Context: an optimization exercise on an open-source flow, tuned for small area, a short achievable clock period and few clock cycles per item. The choices shown serve that exercise and are no tape-out recipe. RTL that was checked went through simulation tests only; none was proved equivalent to the original. Power and IR drop assume default switching activity.

Setup of south:
Design mul256_op_seq, start of the top module:
module mul256_op_seq #(
  parameter int TIMEOUT = 1023
) (
  input  logic              clk,
  input  logic              rst,
  input  logic              cmd_valid,
  output logic              cmd_ready,
  input  logic [mul256_pkg::ADDR_W-1:0] cmd_a,
  input  logic [mul256_pkg::ADDR_W-1:0] cmd_b,
  input  logic [mul256_pkg::ADDR_W-1:0] cmd_dst,
  output logic              busy,
  output logic              done,
  output logic              err,
  output logic              op_read,
  output logic [mul256_pkg::ADDR_W-1:0] op_raddr,
  input  logic [mul256_pkg::OP_W-1:0]   op_rdata,
  output logic              op_write,
  output logic [mul256_pkg::ADDR_W-1:0] op_waddr,
  output logic [mul256_pkg::OP_W-1:0]   op_wdata,
  input  logic              op_wready,
  output logic              mul_start,
  output logic [mul256_pkg::OP_W-1:0]   mul_a,
  output logic [mul256_pkg::OP_W-1:0]   mul_b,
  input  logic              mul_done,
  input  logic [mul256_pkg::PROD_W-1:0] mul_p
);
  localparam int OW    = mul256_pkg::OP_W;
  localparam int AW    = mul256_pkg::ADDR_W;
  localparam int CNT_W = $clog2(TIMEOUT + 1);
  logic            jw_q, jw_n;    
  logic            jl_q, jl_n;    
  logic            jh_q, jh_n;    
  logic            jx_q, jx_n;    
  logic [AW-1:0]   jdst_q, jdst_n, jdst1_q, jdst1_n;
  logic [CNT_W-1:0] cnt_q, cnt_n;
  logic            nv_q, nv_n;
  logic [AW-1:0]   na_q, na_n, nb_q, nb_n, ndst_q, ndst_n;
  logic            pa_q, pa_n;    
  logic            ra_q, ra_n;    
  logic            rb_q, rb_n;    
  logic            fa_i_q, fb_i_q;   
  logic            fa_w_q;           
  logic            fa_h_q;           
  logic            fb_h_q;           
  logic            fhw_q;            
  logic            fd_q;             
  logic            fs_i_q, fs_h_q;   
  logic            tmo_q;            
  logic            busy_q;
  logic [AW-1:0]   raddr_q, waddr_q;
  logic [OW-1:0]   ra_reg, rh_reg;
  localparam int NSL = 20;
  localparam int SLW = OW / NSL;
  logic [NSL-1:0]  selw_q, sell_q;
  logic            accept, start, w_done, lo_stall, hi_ok;
  logic            need_a, have_a, hzw, hzh, hzbh, fa_h_n, fb_h_n;
  assign w_done    = jw_q && mul_done;
  assign lo_stall  = w_done && !op_wready;
  ...
Size in the first run: about 2200 cells after synthesis, ~630 flip-flops, ~1600 I/O pins, about 29000 µm² of cells after synthesis.
==> module mul256_op_seq, before the edit <==
module mul256_op_seq #(
  parameter int TIMEOUT = 1023
) (
  input  logic              clk,
  input  logic              rst,
  input  logic              cmd_valid,
  output logic              cmd_ready,
  input  logic [mul256_pkg::ADDR_W-1:0] cmd_a,
  input  logic [mul256_pkg::ADDR_W-1:0] cmd_b,
  input  logic [mul256_pkg::ADDR_W-1:0] cmd_dst,
  output logic              busy,
  output logic              done,
  output logic              err,
  output logic              op_read,
  output logic [mul256_pkg::ADDR_W-1:0] op_raddr,
  input  logic [mul256_pkg::OP_W-1:0]   op_rdata,
  output logic              op_write,
  output logic [mul256_pkg::ADDR_W-1:0] op_waddr,
  output logic [mul256_pkg::OP_W-1:0]   op_wdata,
  input  logic              op_wready,
  output logic              mul_start,
  output logic [mul256_pkg::OP_W-1:0]   mul_a,
  output logic [mul256_pkg::OP_W-1:0]   mul_b,
  input  logic              mul_done,
  input  logic [mul256_pkg::PROD_W-1:0] mul_p
);
  localparam int OW    = mul256_pkg::OP_W;
  localparam int AW    = mul256_pkg::ADDR_W;
  localparam int CNT_W = $clog2(TIMEOUT + 1);
  logic            jw_q, jw_n;    
  logic            jl_q, jl_n;    
  logic            jh_q, jh_n;    
  logic            jx_q, jx_n;    
  logic [AW-1:0]   jdst_q, jdst_n, jdst1_q, jdst1_n;
  logic [CNT_W-1:0] cnt_q, cnt_n;
  logic            nv_q, nv_n;
  logic [AW-1:0]   na_q, na_n, nb_q, nb_n, ndst_q, ndst_n;
  logic            pa_q, pa_n;    
  logic            ra_q, ra_n;    
  logic            rb_q, rb_n;    
  logic            fa_i_q, fb_i_q;   
  logic            fa_w_q;           
  logic            fa_h_q;           
  logic            fb_h_q;           
  logic            fhw_q;            
  logic            fd_q;             
  logic            fs_i_q, fs_h_q;   
  logic            tmo_q;            
  logic            busy_q;
  logic [AW-1:0]   raddr_q, waddr_q;
  logic [OW-1:0]   ra_reg, rh_reg;
  localparam int NSL = 20;
  localparam int SLW = OW / NSL;
  logic [NSL-1:0]  selw_q, sell_q;
  logic            accept, start, w_done, lo_stall, hi_ok;
  logic            need_a, have_a, hzw, hzh, hzbh, fa_h_n, fb_h_n;
  assign w_done    = jw_q && mul_done;
  assign lo_stall  = w_done && !op_wready;
  assign hi_ok     = fd_q && op_wready;                
  assign start     = fs_i_q || (fs_h_q && op_wready);
  assign cmd_ready = !nv_q || start;
  assign accept    = cmd_valid && cmd_ready;
  assign done      = hi_ok;
  assign err       = tmo_q && !mul_done;
  assign busy      = busy_q;
  assign mul_start = start;
  assign op_write  = w_done || jl_q || (fhw_q && !(fb_h_q && op_wready));
  assign op_read   = fa_i_q || fb_i_q || (fa_w_q && !mul_done) || fa_h_q ||
                     (fb_h_q && op_wready);
  assign op_raddr  = raddr_q;
  assign op_waddr  = waddr_q;
  for (genvar g = 0; g < NSL; g++) begin : g_wd
    mul256_op_seq_bit u_selw (.clk(clk), .d(!rst && jw_n), .q(selw_q[g]));
    mul256_op_seq_bit u_sell (.clk(clk), .d(!rst && jl_n), .q(sell_q[g]));
    assign op_wdata[g*SLW +: SLW] = selw_q[g] ? mul_p[g*SLW +: SLW] :
                                    (sell_q[g] ? ra_reg[g*SLW +: SLW] : rh_reg[g*SLW +: SLW]);
  end
  assign mul_a     = ra_reg;
  assign mul_b     = op_rdata;
  always_comb begin
    jw_n = (jw_q && !mul_done && !tmo_q) || start;
    jl_n = (jl_q || w_done) && !op_wready;
    jh_n = (jh_q && !hi_ok) || ((jl_q || w_done) && op_wready);
    jx_n = fhw_q && !op_wready;
    jdst_n  = start ? ndst_q : jdst_q;
    jdst1_n = start ? ndst_q + AW'(1) : jdst1_q;
    cnt_n   = start ? '0 : (jw_q ? cnt_q + CNT_W'(1) : cnt_q);
    nv_n   = (nv_q && !start) || accept;
    na_n   = accept ? cmd_a   : na_q;
    nb_n   = accept ? cmd_b   : nb_q;
    ndst_n = accept ? cmd_dst : ndst_q;
    pa_n   = !start && !lo_stall && (pa_q || ra_q);
    ra_n   = fa_i_q || (fa_w_q && !mul_done) || fa_h_q;
    rb_n   = fb_i_q || (fb_h_q && op_wready);
    need_a = nv_n && !pa_n && !ra_n;
    have_a = nv_n && (pa_n || ra_n);
    hzw    = (na_n == jdst_n) || (na_n == jdst1_n);
    hzh    = (na_n == jdst1_n);
    hzbh   = (nb_n == jdst1_n);
    fa_h_n = jh_n && !jx_n && need_a && !hzh;
    fb_h_n = jh_n && !jx_n && !(need_a && !hzh) && have_a && !rb_n && !hzbh;
  end
  always_ff @(posedge clk) begin
    if (rst) begin
      jw_q   <= 1'b0;
      jl_q   <= 1'b0;
      jh_q   <= 1'b0;
      jx_q   <= 1'b0;
      nv_q   <= 1'b0;
      pa_q   <= 1'b0;
      ra_q   <= 1'b0;
      rb_q   <= 1'b0;
      fa_i_q <= 1'b0;
      fb_i_q <= 1'b0;
      fa_w_q <= 1'b0;
      fa_h_q <= 1'b0;
      fb_h_q <= 1'b0;
      fhw_q  <= 1'b0;
      fd_q   <= 1'b0;
      fs_i_q <= 1'b0;
      fs_h_q <= 1'b0;
      tmo_q  <= 1'b0;
      busy_q <= 1'b0;
    end else begin
      jw_q   <= jw_n;
      jl_q   <= jl_n;
      jh_q   <= jh_n;
      jx_q   <= jx_n;
      nv_q   <= nv_n;
      pa_q   <= pa_n;
      ra_q   <= ra_n;
      rb_q   <= rb_n;
      fa_i_q <= !(jw_n || jl_n || jh_n) && need_a;
      fb_i_q <= !(jw_n || jl_n || jh_n) && have_a && !rb_n;
      fa_w_q <= jw_n && need_a && !hzw;
      fa_h_q <= fa_h_n;
      fb_h_q <= fb_h_n;
      fhw_q  <= jh_n && !fa_h_n;
      fd_q   <= jh_n && !fa_h_n && !fb_h_n;
      fs_i_q <= !(jw_n || jl_n || jh_n) && nv_n && pa_n && rb_n;
      fs_h_q <= jh_n && nv_n && pa_n && rb_n;
      tmo_q  <= jw_n && !start && (cnt_n == CNT_W'(TIMEOUT));
      busy_q <= nv_n || jw_n || jl_n || jh_n;
    end
  end
  always_ff @(posedge clk) begin
    jdst_q  <= jdst_n;
    jdst1_q <= jdst1_n;
    cnt_q   <= cnt_n;
    na_q    <= na_n;
    nb_q    <= nb_n;
    ndst_q  <= ndst_n;
    raddr_q <= (fb_h_n || (!(jw_n || jl_n || jh_n) && have_a)) ? nb_n : na_n;
    waddr_q <= jh_n ? jdst1_n : jdst_n;
  end
  always_ff @(posedge clk) begin
    if (lo_stall)  ra_reg <= mul_p[OW-1:0];
    else if (ra_q) ra_reg <= op_rdata;
  end
  always_ff @(posedge clk) begin
    if (jw_q) rh_reg <= mul_p[2*OW-1:OW];
  end
endmodule
clock: 4.5 ns
lec_check: 0
cap_margin: 20
core_area: 10 10 590 590
die_area: 0 0 600 600
setup_slack_margin: 1.5
slew_margin: 20
synth_hierarchical: 1
synth_minimum_keep_size: 0
standard.sh (not shown) runs the stock make flow with config.mk's settings and CLKGATE_MAP_FILE= SYNTH_SCRIPT=/design/flow/synth_recipe.tcl, a recipe that flattens the netlist after the stock synthesis.
==> flow/flow/run.sh <==
#!/bin/bash
# Standard layout, except that the port buffers are the smallest buffer cell
# instead of the clock-delay cell buffer_ports picks by default.
set -euo pipefail
export BUFFER_PORTS_ARGS="-buffer_cell sky130_fd_sc_hd__buf_1"
bash standard.sh > standard_flow.log 2>&1
Testbench counts of south, summed over its fixed seeds: cycles 13,465, items 1,600.
diff inputs: south => north
--- a/flow/design.v
+++ b/flow/design.v
@@ -55,5 +55,5 @@
   logic [AW-1:0]   raddr_q, waddr_q;
   logic [OW-1:0]   ra_reg, rh_reg;
-  localparam int NSL = 20;
+  localparam int NSL = 10;
   localparam int SLW = OW / NSL;
   logic [NSL-1:0]  selw_q, sell_q;
- The higher final worst clock skew of north and south is in south.
- Comparing share of the clock period used by the worst path after layout for north and south, the bigger number came from north.
- The run with more routed wire is north, not south.
- Diff south -> north: non-clock buffer count increased 73, weighted congestion reported at the end of routability-driven placement essentially unchanged, via count increased about 0.5%, total number of nets in the final design increased 49.
- north ends up with lower final setup slack of the worst path than south does.
- Share of the final layout cell area in multi-input gates: north > south
- NOTE DRC violation total after the first TritonRoute iteration south->north decreased by more than 10%
Testbench counts of north, summed over its fixed seeds: cycles 13,465, items 1,600.

---

mul256_op_seq, a different RTL version from the one above (not shown whole).
Size in the first run: roughly 670 flip-flops, roughly 1600 I/O pins, ~0.030 mm2 of cells after synthesis.
==> module mul256_op_seq, before the edit <==
module mul256_op_seq #(
  parameter int TIMEOUT = 1023
) (
  input  logic              clk,
  input  logic              rst,
  input  logic              cmd_valid,
  output logic              cmd_ready,
  input  logic [mul256_pkg::ADDR_W-1:0] cmd_a,
  input  logic [mul256_pkg::ADDR_W-1:0] cmd_b,
  input  logic [mul256_pkg::ADDR_W-1:0] cmd_dst,
  output logic              busy,
  output logic              done,
  output logic              err,
  output logic              op_read,
  output logic [mul256_pkg::ADDR_W-1:0] op_raddr,
  input  logic [mul256_pkg::OP_W-1:0]   op_rdata,
  output logic              op_write,
  output logic [mul256_pkg::ADDR_W-1:0] op_waddr,
  output logic [mul256_pkg::OP_W-1:0]   op_wdata,
  input  logic              op_wready,
  output logic              mul_start,
  output logic [mul256_pkg::OP_W-1:0]   mul_a,
  output logic [mul256_pkg::OP_W-1:0]   mul_b,
  input  logic              mul_done,
  input  logic [mul256_pkg::PROD_W-1:0] mul_p
);
  localparam int OW    = mul256_pkg::OP_W;
  localparam int AW    = mul256_pkg::ADDR_W;
  localparam int CNT_W = $clog2(TIMEOUT + 1);
  logic            jw_q, jw_n;    
  logic            jl_q, jl_n;    
  logic            jh_q, jh_n;    
  logic            jx_q, jx_n;    
  logic [AW-1:0]   jdst_q, jdst_n, jdst1_q, jdst1_n;
  logic [CNT_W-1:0] cnt_q, cnt_n;
  logic            nv_q, nv_n;
  logic [AW-1:0]   na_q, na_n, nb_q, nb_n, ndst_q, ndst_n;
  logic            pa_q, pa_n;    
  logic            ra_q, ra_n;    
  logic            rb_q, rb_n;    
  logic            fa_i_q, fb_i_q;   
  logic            fa_w_q;           
  logic            fa_h_q;           
  logic            fb_h_q;           
  logic            fhw_q;            
  logic            fd_q;             
  logic            fs_i_q, fs_h_q;   
  logic            tmo_q;            
  logic            busy_q;
  logic [AW-1:0]   raddr_q, waddr_q;
  logic [OW-1:0]   ra_reg, rh_reg;
  localparam int NSL = 38;
  localparam int SLW = (OW + NSL - 1) / NSL;
  logic [NSL-1:0]  selw_q, sell_q;
  logic            accept, start, w_done, lo_stall, hi_ok;
  logic            need_a, have_a, hzw, hzh, hzbh, fa_h_n, fb_h_n;
  assign w_done    = jw_q && mul_done;
  assign lo_stall  = w_done && !op_wready;
  assign hi_ok     = fd_q && op_wready;                
  assign start     = fs_i_q || (fs_h_q && op_wready);
  assign cmd_ready = !nv_q || start;
  assign accept    = cmd_valid && cmd_ready;
  assign done      = hi_ok;
  assign err       = tmo_q && !mul_done;
  assign busy      = busy_q;
  assign mul_start = start;
  assign op_write  = w_done || jl_q || (fhw_q && !(fb_h_q && op_wready));
  assign op_read   = fa_i_q || fb_i_q || (fa_w_q && !mul_done) || fa_h_q ||
                     (fb_h_q && op_wready);
  assign op_raddr  = raddr_q;
  assign op_waddr  = waddr_q;
  for (genvar g = 0; g < NSL; g++) begin : g_wd
    mul256_op_seq_bit u_selw (.clk(clk), .d(!rst && jw_n), .q(selw_q[g]));
    mul256_op_seq_bit u_sell (.clk(clk), .d(!rst && jl_n), .q(sell_q[g]));
    for (genvar i = g * SLW; i < (g + 1) * SLW && i < OW; i++) begin : g_bit
      assign op_wdata[i] = selw_q[g] ? mul_p[i] : (sell_q[g] ? ra_reg[i] : rh_reg[i]);
    end
  end
  assign mul_a     = ra_reg;
  assign mul_b     = op_rdata;
  always_comb begin
    jw_n = (jw_q && !mul_done && !tmo_q) || start;
    jl_n = (jl_q || w_done) && !op_wready;
    jh_n = (jh_q && !hi_ok) || ((jl_q || w_done) && op_wready);
    jx_n = fhw_q && !op_wready;
    jdst_n  = start ? ndst_q : jdst_q;
    jdst1_n = start ? ndst_q + AW'(1) : jdst1_q;
    cnt_n   = start ? '0 : (jw_q ? cnt_q + CNT_W'(1) : cnt_q);
    nv_n   = (nv_q && !start) || accept;
    na_n   = accept ? cmd_a   : na_q;
    nb_n   = accept ? cmd_b   : nb_q;
    ndst_n = accept ? cmd_dst : ndst_q;
    pa_n   = !start && !lo_stall && (pa_q || ra_q);
    ra_n   = fa_i_q || (fa_w_q && !mul_done) || fa_h_q;
    rb_n   = fb_i_q || (fb_h_q && op_wready);
    need_a = nv_n && !pa_n && !ra_n;
    have_a = nv_n && (pa_n || ra_n);
    hzw    = (na_n == jdst_n) || (na_n == jdst1_n);
    hzh    = (na_n == jdst1_n);
    hzbh   = (nb_n == jdst1_n);
    fa_h_n = jh_n && !jx_n && need_a && !hzh;
    fb_h_n = jh_n && !jx_n && !(need_a && !hzh) && have_a && !rb_n && !hzbh;
  end
  always_ff @(posedge clk) begin
    if (rst) begin
      jw_q   <= 1'b0;
      jl_q   <= 1'b0;
      jh_q   <= 1'b0;
      jx_q   <= 1'b0;
      nv_q   <= 1'b0;
      pa_q   <= 1'b0;
      ra_q   <= 1'b0;
      rb_q   <= 1'b0;
      fa_i_q <= 1'b0;
      fb_i_q <= 1'b0;
      fa_w_q <= 1'b0;
      fa_h_q <= 1'b0;
      fb_h_q <= 1'b0;
      fhw_q  <= 1'b0;
      fd_q   <= 1'b0;
      fs_i_q <= 1'b0;
      fs_h_q <= 1'b0;
      tmo_q  <= 1'b0;
      busy_q <= 1'b0;
    end else begin
      jw_q   <= jw_n;
      jl_q   <= jl_n;
      jh_q   <= jh_n;
      jx_q   <= jx_n;
      nv_q   <= nv_n;
      pa_q   <= pa_n;
      ra_q   <= ra_n;
      rb_q   <= rb_n;
      fa_i_q <= !(jw_n || jl_n || jh_n) && need_a;
      fb_i_q <= !(jw_n || jl_n || jh_n) && have_a && !rb_n;
      fa_w_q <= jw_n && need_a && !hzw;
      fa_h_q <= fa_h_n;
      fb_h_q <= fb_h_n;
      fhw_q  <= jh_n && !fa_h_n;
      fd_q   <= jh_n && !fa_h_n && !fb_h_n;
      fs_i_q <= !(jw_n || jl_n || jh_n) && nv_n && pa_n && rb_n;
      fs_h_q <= jh_n && nv_n && pa_n && rb_n;
      tmo_q  <= jw_n && !start && (cnt_n == CNT_W'(TIMEOUT));
      busy_q <= nv_n || jw_n || jl_n || jh_n;
    end
  end
  always_ff @(posedge clk) begin
    jdst_q  <= jdst_n;
    jdst1_q <= jdst1_n;
    cnt_q   <= cnt_n;
    na_q    <= na_n;
    nb_q    <= nb_n;
    ndst_q  <= ndst_n;
    raddr_q <= (fb_h_n || (!(jw_n || jl_n || jh_n) && have_a)) ? nb_n : na_n;
    waddr_q <= jh_n ? jdst1_n : jdst_n;
  end
  always_ff @(posedge clk) begin
    if (lo_stall)  ra_reg <= mul_p[OW-1:0];
    else if (ra_q) ra_reg <= op_rdata;
  end
  always_ff @(posedge clk) begin
    if (jw_q) rh_reg <= mul_p[2*OW-1:OW];
  end
endmodule
Settings: LEC_CHECK=0, CAP_MARGIN=20, CORE_AREA=10 10 590 590, DIE_AREA=0 0 600 600, PLACE_DENSITY=0.8, SETUP_SLACK_MARGIN=2.0, SLEW_MARGIN=20, SYNTH_HIERARCHICAL=1, SYNTH_MINIMUM_KEEP_SIZE=0; clock period 4.5 ns.
==> flow/flow/run.sh <==
#!/bin/bash
# Standard layout, except that
#  - the port buffers are the smallest buffer cell instead of the
#    clock-delay cell buffer_ports picks by default;
#  - each bit's data pins are placed next to each other (flow/pins.tcl).
#  - clock tree synthesis adds no dummy loads.
set -euo pipefail
export BUFFER_PORTS_ARGS="-buffer_cell sky130_fd_sc_hd__buf_1"
export PRE_IO_PLACEMENT_TCL="$PWD/flow/pins.tcl"
export CTS_ARGS="-sink_clustering_enable -repair_clock_nets -dont_use_dummy_load -sink_clustering_size 20 -sink_clustering_max_diameter 60"
bash standard.sh > standard_flow.log 2>&1
==> flow/flow/pins.tcl <==
for {set i 0} {$i < 260} {incr i} {
  set hi [expr {$i + 260}]
  set_io_pin_constraint -group -order -pin_names [list \
    "mul_b\[$i\]" "op_rdata\[$i\]" "mul_a\[$i\]" \
    "mul_p\[$i\]" "op_wdata\[$i\]" "mul_p\[$hi\]"]
}
The first run ran to the end with no violations.
Testbench counts at the start, summed over its fixed seeds: cycles 13,465, items 1,600.
Then changed:
--- a/flow/design.v
+++ b/flow/design.v
@@ -55,5 +55,5 @@
   logic [AW-1:0]   raddr_q, waddr_q;
   logic [OW-1:0]   ra_reg, rh_reg;
-  localparam int NSL = 38;
+  localparam int NSL = 26;
   localparam int SLW = (OW + NSL - 1) / NSL;
   logic [NSL-1:0]  selw_q, sell_q;
The new run finished clean.
Clock-buffer cell count is higher by 12.
Global-route usage is higher by 0.20 points.
Setup slack is worse by 0.076 ns.
Via count is higher slightly.
Power is higher by a few percent.
Fmax is lower by a few percent.
Cell count is higher slightly.
Worst hold slack is worse by 0.041 ns.
No functional check of the RTL was part of the second run of this note.

## static timing again, ports no longer ideal
The results above use ideal ports. As a check the final layouts listed here were re-extracted and re-timed, cells and wires unchanged.
Step 1 (the two cells are an assumption about what drives the block):
set clk [get_ports {clk}]
set_driving_cell -lib_cell sky130_fd_sc_hd__clkbuf_16 $clk
set_driving_cell -lib_cell sky130_fd_sc_hd__buf_2 [delete_from_list [all_inputs] $clk]
Step 2 moves the port delays by t, midway between the first and last clock arrival at a register: inputs arrive t later, outputs are due t later. That takes back most of the time a late clock gives input paths.
Slacks: no drivers / after step 1 / after step 2; pairs: no drivers / after step 1.
| run | shift t [ns] | slack for setup (ns) | slew at the worst register clock pin (ns) |
|---|---|---|---|
| south | 0.870 | 1.506 / 1.426 / 0.840 | 0.07 / 0.07 |
| north | 0.861 | 1.496 / 1.416 / 1.100 | 0.07 / 0.07 |
| the first run of note 2 | 0.785 | 1.869 / 1.673 / 1.231 | 0.08 / 0.08 |
| the second run of note 2 | 0.820 | 1.793 / 1.701 / 1.265 | 0.08 / 0.08 |
After both steps every run listed still meets setup and hold. The setup slack of south, which loses most, moves by -0.080 ns with the drivers and by -0.666 ns with both steps.
